What follows belongs to an exercise in optimizing a design on an open flow for a short achievable clock period and few clock cycles; a production flow would make more cautious choices. In this exercise RTL edits were held to simulation tests only and were not proved equivalent to the original. Power is estimated from default activity; no workload was simulated.

==> 10-08 <==
Design mem_region_controller, start of the top module:
module mem_region_controller (
    input  logic        i_clk,
    input  logic        i_rst_n,
    input  logic        i_cmd_valid,
    output logic        o_cmd_ready,
    input  logic        i_cmd_we,
    input  logic [19:0] i_cmd_addr,
    input  logic [3:0]  i_cmd_len,
    input  logic [7:0]  i_wr_data,
    input  logic        i_wr_valid,
    output logic        o_wr_ready,
    output logic [7:0]  o_rd_data,
    output logic        o_rd_valid,
    output logic        o_busy,
    output logic        o_done,
    output logic        o_err,
    output logic        o_ext_req,
    output logic        o_ext_we,
    output logic [19:0] o_ext_addr,
    output logic [7:0]  o_ext_wdata,
    input  logic [7:0]  i_ext_rdata,
    input  logic        i_ext_ack
);
Settings: LEC_CHECK=0, ABC_CLOCK_PERIOD_IN_PS=2000, CAP_MARGIN=20, CORE_MARGIN=2, CORE_UTILIZATION=60, CTS_CLUSTER_DIAMETER=60, CTS_CLUSTER_SIZE=30, SETUP_SLACK_MARGIN=1.8, SLEW_MARGIN=20; clock period 4.0 ns.
run.sh (not shown) runs the stock make flow with config.mk's settings and CLKGATE_MAP_FILE= SYNTH_SCRIPT=/design/flow/synth_recipe.tcl, a recipe that flattens the netlist after the stock synthesis.
==> 09-01: changes against 10-08 <==
==> flow/design.v (replaced) <==
module mem_region_controller (
    input  logic        i_clk,
    input  logic        i_rst_n,
    input  logic        i_cmd_valid,
    output logic        o_cmd_ready,
    input  logic        i_cmd_we,
    input  logic [19:0] i_cmd_addr,
    input  logic [3:0]  i_cmd_len,
    input  logic [7:0]  i_wr_data,
    input  logic        i_wr_valid,
    output logic        o_wr_ready,
    output logic [7:0]  o_rd_data,
    output logic        o_rd_valid,
    output logic        o_busy,
    output logic        o_done,
    output logic        o_err,
    output logic        o_ext_req,
    output logic        o_ext_we,
    output logic [19:0] o_ext_addr,
    output logic [7:0]  o_ext_wdata,
    input  logic [7:0]  i_ext_rdata,
    input  logic        i_ext_ack
);
    logic        r_rdy;        
    logic        r_dn;         
    logic        r_err;        
    logic        r_iwr;        
    logic        r_iwl;        
    logic        r_strm;       
    logic        r_sw;         
    logic        r_sw1;        
    logic        r_l1ld;       
    logic        r_swgo;       
    logic        r_last;       
    logic [3:0]  r_cnt;        
    logic        r_ext;        
    logic        r_ewe;        
    logic        r_hold;       
    logic        r_el;         
    logic [5:0]  r_tmo;
    logic        r_tmo0;
    logic [19:0] r_eaddr;
    logic [7:0]  r_waddr;
    logic        r_t1;         
    logic        r_t2;         
    logic        r_lw_v;       
    logic        r_oreq;       
    logic        r_ogo;        
    logic        r_orq;        
    logic        r_rd_valid;   
    logic        r_wrdy;       
    logic        r_nd_wv;      
    logic        r_nd_ack;     
    logic        r_dany;       
    logic        r_cnot;       
    logic        r_dn_err;     
    logic        r_erd;        
    logic        r_nhold;      
    logic [7:0]  r_wdata;      
    logic [15:0]   r_hsel;     
    logic [7:0]    r_pa;       
    logic [15:0]   r_b0sel;    
    logic [31:0]   r_bsel;     
    logic [7:0]    r_ba1;      
    logic [7:0]    r_lw_a;     
    logic [7:0]    r_lw_d;
    logic [255:0]  r_L;        
    logic [7:0]    r_rd_data;
    logic [2047:0] mem;
    logic [4:0] c_lo_sum;
    logic       c_int, c_err, c_len0, c_len1;
    assign c_lo_sum = {1'b0, i_cmd_addr[3:0]} + {1'b0, i_cmd_len};
    assign c_int    = (i_cmd_addr[19:8] == 12'd0);
    assign c_err    = c_lo_sum[4] & ((&i_cmd_addr[19:4]) | (c_int & (&i_cmd_addr[7:4])));
    assign c_len0   = (i_cmd_len == 4'd0);
    assign c_len1   = (i_cmd_len == 4'd1);
    assign o_ext_req   = r_oreq | (r_ogo & i_wr_valid);
    assign o_busy      = r_cnot | (r_nd_wv & ~i_wr_valid) | (r_nd_ack & ~i_ext_ack);
    assign o_cmd_ready = ~o_busy;
    assign o_done      = r_dany & ~((r_nd_wv & ~i_wr_valid) | (r_nd_ack & ~i_ext_ack));
    assign o_err       = r_dn_err;
    assign o_wr_ready  = r_wrdy;
    assign o_ext_we    = r_ewe;
    assign o_ext_addr  = r_eaddr;
    assign o_ext_wdata = r_wdata | (i_wr_data & {8{r_nhold}});
    assign o_rd_valid  = r_rd_valid | (r_orq & i_ext_ack);
    assign o_rd_data   = r_rd_data | (i_ext_rdata & {8{r_erd}});
    logic xreq, xfer, accept, fast;
    assign xreq   = r_ext & (~r_ewe | r_hold | i_wr_valid);
    assign xfer   = xreq & i_ext_ack;
    assign accept = i_cmd_valid & (r_rdy | (r_iwl & i_wr_valid) | (r_el & xfer));
    assign fast   = r_t2 & (r_pa == i_cmd_addr[7:0]) & ~((&i_cmd_addr[3:0]) & ~c_len0);
    logic med;
    assign med    = r_t1 & (r_pa == i_cmd_addr[7:0]);
    logic iwr_fire, acc_rd, acc_fast, acc_med, rd_now;
    assign iwr_fire = r_iwr & i_wr_valid;
    assign acc_rd   = accept & c_int & ~i_cmd_we & ~c_err;
    assign acc_fast = acc_rd & fast;
    assign acc_med  = acc_rd & ~fast & med;
    assign rd_now   = acc_fast | r_strm | r_swgo;
    logic        n_rdy, n_dn, n_err, n_iwr, n_iwl, n_strm, n_sw, n_sw1, n_swgo, n_last, n_l1ld;
    logic [3:0]  n_cnt;
    logic        n_ext, n_ewe, n_hold, n_el;
    logic [5:0]  n_tmo;
    logic        n_tmo0;
    logic [19:0] n_eaddr;
    logic [7:0]  n_wdata, n_waddr;
    logic        n_erd;
    always_ff @(posedge i_clk) begin
        for (int i = 0; i < 256; i++) begin
            if (iwr_fire && (r_waddr == 8'(i))) begin
                mem[i*8 +: 8] <= i_wr_data;
            end
        end
    end
    logic [127:0] line_c;
    always_comb begin
        line_c = '0;
        for (int l = 0; l < 16; l++) begin
            line_c = line_c | ({128{r_hsel[l]}} & mem[l*128 +: 128]);
        end
    end
    always_ff @(posedge i_clk) begin
        if (!((r_strm & ~r_last) | r_swgo)) begin
            r_L[127:0] <= line_c;
        end
        if (!r_strm | r_l1ld) begin
            r_L[255:128] <= line_c;
        end
    end
    always_ff @(posedge i_clk) begin
        if (acc_fast | acc_med | r_sw1) begin
            r_hsel <= {r_hsel[14:0], r_hsel[15]};
        end else begin
            for (int l = 0; l < 16; l++) r_hsel[l] <= (i_cmd_addr[7:4] == 4'(l));
        end
        if (!r_sw) begin
            r_pa <= i_cmd_addr[7:0];
        end
        if (!r_sw) begin
            for (int j = 0; j < 16; j++) r_b0sel[j] <= (i_cmd_addr[3:0] == 4'(j));
        end
        if (r_strm & ~r_last) begin
            r_bsel <= {r_bsel[30:0], 1'b0};
            r_ba1  <= r_ba1 + 8'd1;
        end else if (!r_sw) begin
            for (int j = 0; j < 32; j++) r_bsel[j] <= (j >= 1) && (j <= 16) && (i_cmd_addr[3:0] == 4'(j - 1));
            r_ba1  <= i_cmd_addr[7:0] + 8'd1;
        end
        if (iwr_fire) begin
            r_lw_a <= r_waddr;
            r_lw_d <= i_wr_data;
        end
    end
    logic [7:0] byte0_c, bytes_c, byte_c, ba_c, rdata_c;
    always_comb begin
        byte0_c = 8'd0;
        for (int j = 0; j < 16; j++) byte0_c = byte0_c | ({8{r_b0sel[j]}} & r_L[j*8 +: 8]);
        bytes_c = 8'd0;
        for (int j = 0; j < 32; j++) bytes_c = bytes_c | ({8{r_bsel[j]}} & r_L[j*8 +: 8]);
    end
    assign byte_c  = r_strm ? bytes_c : byte0_c;
    assign ba_c    = r_strm ? r_ba1 : r_pa;
    assign rdata_c = (iwr_fire && (r_waddr == r_pa)) ? i_wr_data :
                     (r_lw_v && (r_lw_a == ba_c))    ? r_lw_d    : byte_c;
    always_ff @(posedge i_clk) begin
        r_rd_data <= n_erd ? 8'd0 : rdata_c;
    end
    always_ff @(posedge i_clk or negedge i_rst_n) begin
        if (!i_rst_n) begin
            r_t1   <= 1'b0;
            r_t2   <= 1'b0;
            r_lw_v <= 1'b0;
        end else begin
            if (iwr_fire) r_lw_v <= 1'b1;
            r_t1 <= i_cmd_valid & ~accept & ~r_sw;
            r_t2 <= r_t1 & i_cmd_valid & ~accept & ~r_sw & ~(r_strm & ~r_last) &
                    (r_pa == i_cmd_addr[7:0]);
        end
    end
    always_comb begin
        n_rdy   = r_rdy;
        n_dn    = 1'b0;
        n_err   = r_err;
        n_iwr   = r_iwr;
        n_iwl   = r_iwl;
        n_strm  = r_strm;
        n_sw    = r_sw;
        n_sw1   = 1'b0;
        n_swgo  = 1'b0;
        n_l1ld  = 1'b0;
        n_last  = r_last;
        n_cnt   = r_cnt;
        n_ext   = r_ext;
        n_ewe   = r_ewe;
        n_hold  = r_hold;
        n_el    = r_el;
        n_tmo   = r_tmo;
        n_tmo0  = r_tmo0;
        n_eaddr = r_eaddr;
        n_wdata = r_wdata;
        n_waddr = r_waddr;
        n_erd   = r_erd;
        if (accept) begin
            n_err   = c_err;
            n_iwr   = 1'b0;
            n_iwl   = 1'b0;
            n_strm  = 1'b0;
            n_sw    = 1'b0;
            n_ext   = 1'b0;
            n_ewe   = 1'b0;
            n_hold  = 1'b0;
            n_el    = 1'b0;
            n_erd   = 1'b0;
            n_rdy   = 1'b0;
            n_cnt   = i_cmd_len;
            n_last  = c_len0;
            n_eaddr = i_cmd_addr;
            n_waddr = i_cmd_addr[7:0];
            n_wdata = 8'd0;
            n_tmo   = 6'd63;
            n_tmo0  = 1'b0;
            if (c_err) begin
                n_dn  = 1'b1;
                n_rdy = 1'b1;
            end else if (c_int) begin
                if (i_cmd_we) begin
                    n_iwr = 1'b1;
                    n_iwl = c_len0;
                end else if (fast) begin
                    n_cnt  = i_cmd_len - 4'd1;
                    n_last = c_len1;
                    if (c_len0) begin
                        n_dn  = 1'b1;
                        n_rdy = 1'b1;
                    end else begin
                        n_strm = 1'b1;
                        n_l1ld = 1'b1;
                    end
                end else if (med) begin
                    n_sw   = 1'b1;
                    n_swgo = 1'b1;
                end else begin
                    n_sw  = 1'b1;
                    n_sw1 = 1'b1;
                end
            end else begin
                n_ext = 1'b1;
                n_ewe = i_cmd_we;
                n_erd = ~i_cmd_we;
                n_el  = c_len0;
            end
        end else begin
            if (iwr_fire) begin
                n_waddr = r_waddr + 8'd1;
                n_cnt   = r_cnt - 4'd1;
                n_iwl   = (r_cnt == 4'd1);
                if (r_iwl) begin
                    n_iwr = 1'b0;
                    n_rdy = 1'b1;
                end
            end
            if (r_sw) begin
                if (r_swgo) begin
                    n_sw   = 1'b0;
                    n_cnt  = r_cnt - 4'd1;
                    n_last = (r_cnt == 4'd1);
                    if (r_last) begin
                        n_dn  = 1'b1;
                        n_rdy = 1'b1;
                    end else begin
                        n_strm = 1'b1;
                    end
                end else begin
                    n_swgo = 1'b1;
                end
            end
            if (r_strm) begin
                n_cnt  = r_cnt - 4'd1;
                n_last = (r_cnt == 4'd1);
                if (r_last) begin
                    n_strm = 1'b0;
                    n_dn   = 1'b1;
                    n_rdy  = 1'b1;
                end
            end
            if (xfer) begin
                n_eaddr = r_eaddr + 20'd1;
                n_cnt   = r_cnt - 4'd1;
                n_el    = (r_cnt == 4'd1);
                n_tmo   = 6'd63;
                n_tmo0  = 1'b0;
                n_hold  = 1'b0;
                n_wdata = 8'd0;
                if (r_el) begin
                    n_ext = 1'b0;
                    n_rdy = 1'b1;
                end
            end else if (r_ext & (~r_ewe | r_hold)) begin
                if (r_tmo0) begin
                    n_ext   = 1'b0;
                    n_hold  = 1'b0;
                    n_el    = 1'b0;
                    n_wdata = 8'd0;
                    n_dn    = 1'b1;
                    n_err   = 1'b1;
                    n_rdy   = 1'b1;
                end else begin
                    n_tmo  = r_tmo - 6'd1;
                    n_tmo0 = (r_tmo == 6'd1);
                end
            end else if (r_ext & i_wr_valid) begin
                n_hold  = 1'b1;
                n_wdata = i_wr_data;
                n_tmo   = 6'd62;
                n_tmo0  = 1'b0;
            end
        end
    end
    always_ff @(posedge i_clk) begin
        r_ewe   <= n_ewe;
        r_eaddr <= n_eaddr;
        r_wdata <= n_wdata;
        r_erd   <= n_erd;
        r_nhold <= ~n_hold;
    end
    always_ff @(posedge i_clk or negedge i_rst_n) begin
        if (!i_rst_n) begin
            r_rdy      <= 1'b1;
            r_dn       <= 1'b0;
            r_err      <= 1'b0;
            r_iwr      <= 1'b0;
            r_iwl      <= 1'b0;
            r_strm     <= 1'b0;
            r_sw       <= 1'b0;
            r_sw1      <= 1'b0;
            r_swgo     <= 1'b0;
            r_l1ld     <= 1'b0;
            r_last     <= 1'b0;
            r_cnt      <= 4'd0;
            r_ext      <= 1'b0;
            r_hold     <= 1'b0;
            r_el       <= 1'b0;
            r_tmo      <= 6'd0;
            r_tmo0     <= 1'b0;
            r_waddr    <= 8'd0;
            r_oreq     <= 1'b0;
            r_ogo      <= 1'b0;
            r_orq      <= 1'b0;
            r_rd_valid <= 1'b0;
            r_wrdy     <= 1'b0;
            r_nd_wv    <= 1'b0;
            r_nd_ack   <= 1'b0;
            r_dany     <= 1'b0;
            r_cnot     <= 1'b0;
            r_dn_err   <= 1'b0;
        end else begin
            r_rdy      <= n_rdy;
            r_dn       <= n_dn;
            r_err      <= n_err;
            r_iwr      <= n_iwr;
            r_iwl      <= n_iwl;
            r_strm     <= n_strm;
            r_sw       <= n_sw;
            r_sw1      <= n_sw1;
            r_swgo     <= n_swgo;
            r_l1ld     <= n_l1ld;
            r_last     <= n_last;
            r_cnt      <= n_cnt;
            r_ext      <= n_ext;
            r_hold     <= n_hold;
            r_el       <= n_el;
            r_tmo      <= n_tmo;
            r_tmo0     <= n_tmo0;
            r_waddr    <= n_waddr;
            r_oreq     <= n_ext & (~n_ewe | n_hold);
            r_ogo      <= n_ext & n_ewe & ~n_hold;
            r_orq      <= n_ext & ~n_ewe;
            r_rd_valid <= rd_now;
            r_wrdy     <= n_iwr | (n_ext & n_ewe & ~n_hold);
            r_nd_wv    <= n_iwl | (n_el & n_ewe & ~n_hold) | ~(n_rdy | n_iwl | n_el);
            r_nd_ack   <= n_el | ~(n_rdy | n_iwl);
            r_dany     <= n_dn | n_iwl | n_el;
            r_cnot     <= ~(n_rdy | n_iwl | n_el);
            r_dn_err   <= n_dn & n_err;
        end
    end
endmodule
==> flow/flow/run.sh (new file) <==
#!/bin/bash
# Standard layout (the standard.sh: standard synthesis, ORFS place/CTS/route),
# with the port buffers that placement inserts made plain buffers (buf_8) instead
# of the library's default pick; every input and output port still gets its own
# buffer. The make output goes to run_standard.log in this folder.
set -euo pipefail
export BUFFER_PORTS_ARGS="-buffer_cell sky130_fd_sc_hd__buf_8"
bash standard.sh finish > run_standard.log 2>&1
==> flow/standard.sh (new file) <==
#!/bin/bash
# synth_recipe.tcl (not shown) runs the flow's synth.tcl, then flattens the netlist and writes it again
# the make line also repeats each setting of config.mk as NAME=value (left out here)
make -C /OpenROAD-flow-scripts/flow DESIGN_CONFIG=/design/flow/config.mk WORK_HOME=/design/flow/orfs CLKGATE_MAP_FILE= SYNTH_SCRIPT=/design/flow/synth_recipe.tcl "${@:-finish}"
removed: flow/run.sh
==> 02-16: changes against 10-08 <==
--- a/flow/design.v
+++ b/flow/design.v
@@ -315,10 +315,16 @@
             if (xfer | (r_req & r_tmo0)) begin
                 n_wdata = 8'd0;
             end
         end
     end
+    always_ff @(posedge i_clk) begin
+        r_ewe   <= n_ewe;
+        r_erd   <= n_erd;
+        r_eaddr <= n_eaddr;
+        r_wdata <= n_wdata;
+    end
     always_ff @(posedge i_clk or negedge i_rst_n) begin
         if (!i_rst_n) begin
             r_rdy      <= 1'b1;
             r_dn       <= 1'b0;
             r_err      <= 1'b0;
@@ -331,26 +337,22 @@
             r_sw1      <= 1'b0;
             r_l1ld     <= 1'b0;
             r_last     <= 1'b0;
             r_cnt      <= 4'd0;
             r_el       <= 1'b0;
-            r_ewe      <= 1'b0;
-            r_erd      <= 1'b0;
             r_rreq     <= 1'b0;
             r_req      <= 1'b0;
             r_hold     <= 1'b0;
             r_ewgo     <= 1'b0;
             r_wrdy     <= 1'b0;
             r_nd_wv    <= 1'b0;
             r_nd_ack   <= 1'b0;
             r_dany     <= 1'b0;
             r_cnot     <= 1'b0;
             r_rd_valid <= 1'b0;
-            r_eaddr    <= 20'd0;
             r_tmo      <= 6'd0;
             r_tmo0     <= 1'b0;
-            r_wdata    <= 8'd0;
             r_waddr    <= 8'd0;
         end else begin
             r_rdy      <= n_rdy;
             r_dn       <= n_dn;
             r_err      <= n_err;
@@ -363,25 +365,21 @@
             r_sw1      <= n_sw1;
             r_l1ld     <= n_l1ld;
             r_last     <= n_last;
             r_cnt      <= n_cnt;
             r_el       <= n_el;
-            r_ewe      <= n_ewe;
-            r_erd      <= n_erd;
             r_rreq     <= n_rreq;
             r_req      <= n_rreq | n_hold;
             r_hold     <= n_hold;
             r_ewgo     <= n_ewgo;
             r_wrdy     <= n_iwr | n_ewgo;
             r_nd_wv    <= n_iwl | (n_el & n_ewgo);
             r_nd_ack   <= n_el;
             r_dany     <= n_dn | n_iwl | n_el;
             r_cnot     <= ~(n_rdy | n_iwl | n_el);
             r_rd_valid <= n_rd_valid;
-            r_eaddr    <= n_eaddr;
             r_tmo      <= n_tmo;
             r_tmo0     <= n_tmo0;
-            r_wdata    <= n_wdata;
             r_waddr    <= n_waddr;
         end
     end
 endmodule
==> flow/flow/run.sh (new file) <==
#!/bin/bash
# Standard layout (the standard.sh: standard synthesis, ORFS place/CTS/route),
# with the port buffers that placement inserts made plain buffers (buf_8) instead
# of the library's default pick; every input and output port still gets its own
# buffer. The make output goes to run_standard.log in this folder.
set -euo pipefail
export BUFFER_PORTS_ARGS="-buffer_cell sky130_fd_sc_hd__buf_8"
bash standard.sh finish > run_standard.log 2>&1
==> flow/standard.sh (new file) <==
#!/bin/bash
# synth_recipe.tcl (not shown) runs the flow's synth.tcl, then flattens the netlist and writes it again
# the make line also repeats each setting of config.mk as NAME=value (left out here)
make -C /OpenROAD-flow-scripts/flow DESIGN_CONFIG=/design/flow/config.mk WORK_HOME=/design/flow/orfs CLKGATE_MAP_FILE= SYNTH_SCRIPT=/design/flow/synth_recipe.tcl "${@:-finish}"
removed: flow/run.sh
==> comparison table <==
| metric | 02-16 | 09-01 | 10-08 |
|---|---|---|---|
| Outcome | finished clean | finished clean | finished clean |
| Sequential area share after synthesis | 80.8% | 80.3% | 80.7% |
| Number of detailed-routing iterations run before antenna repair | 7 | 7 | 6 |
| Worst r2r src | r_hsel[4] | r_b0sel[10] | r_ewgo |
| Iteration-0 DRC Markers | 9527 | 10400 | 9601 |
| Sequential group power | 30.0 mW | 30.1 mW | 29.8 mW |
| Slew of the pin with the lowest slew margin | 1.03 ns | 1.02 ns | 1.28 ns |
| Worst reg2reg path endpoint | r_L[0] | r_rd_data[1] | r_cnt[3] |
| Non-clock inverter count in the final layout | 22 | 23 | 21 |
| Setup skew after layout | 0.0377 ns | 0.0683 ns | 0.0532 ns |
| Critical path peak fanout | 3 | 2 | 4 |
| Aggregate routed wire length | 307000 um | 318000 um | 311000 um |
| Number of cells traversed by the worst hold path | 2 | 2 | - |
| Post-Place Cells | 7120 | 7182 | 7271 |
| Starting utilization of the core area | 60.3% | 60.5% | 60.3% |
| Power dissipated in combinational cells | 6.42 mW | 6.64 mW | 6.36 mW |
Testbench counts of 10-08, summed over its fixed seeds: cycles 42,281.
Testbench counts of 09-01, summed over its fixed seeds: cycles 42,198.
Testbench counts of 02-16, summed over its fixed seeds: cycles 42,281.

[re-timing with driven ports]
In the flow no input, the clock included, has a driving cell. The finished layouts below were timed again as built, in two steps. Step 1, drivers: a clkbuf_16 drives i_clk and a buf_2 each remaining input, both assumed. Step 2 adds t to the input delays and takes it off the output delays; t is the mean of the earliest and latest rising clock arrival at the registers after step 1. Input paths then give back, and output paths get back, about the clock's delay inside the block. Slacks: ideal / step 1 / step 2; pairs: ideal / step 1.
run	t, ns	slack for setup (ns)	latest minus earliest clock arrival (ns)	slew at the worst register clock pin (ns)	pins driven straight from the clock port
10-08	0.877	1.450 / 1.367 / 0.986	0.056 / 0.056	0.11 / 0.11	1
09-01	0.895	1.499 / 1.409 / 1.196	0.071 / 0.071	0.11 / 0.11	1
02-16	0.885	1.455 / 1.373 / 1.092	0.043 / 0.043	0.11 / 0.11	1
After both steps every run listed still meets setup and hold. The setup slack of 10-08, which loses most, moves by -0.083 ns with the drivers and by -0.464 ns with both steps.
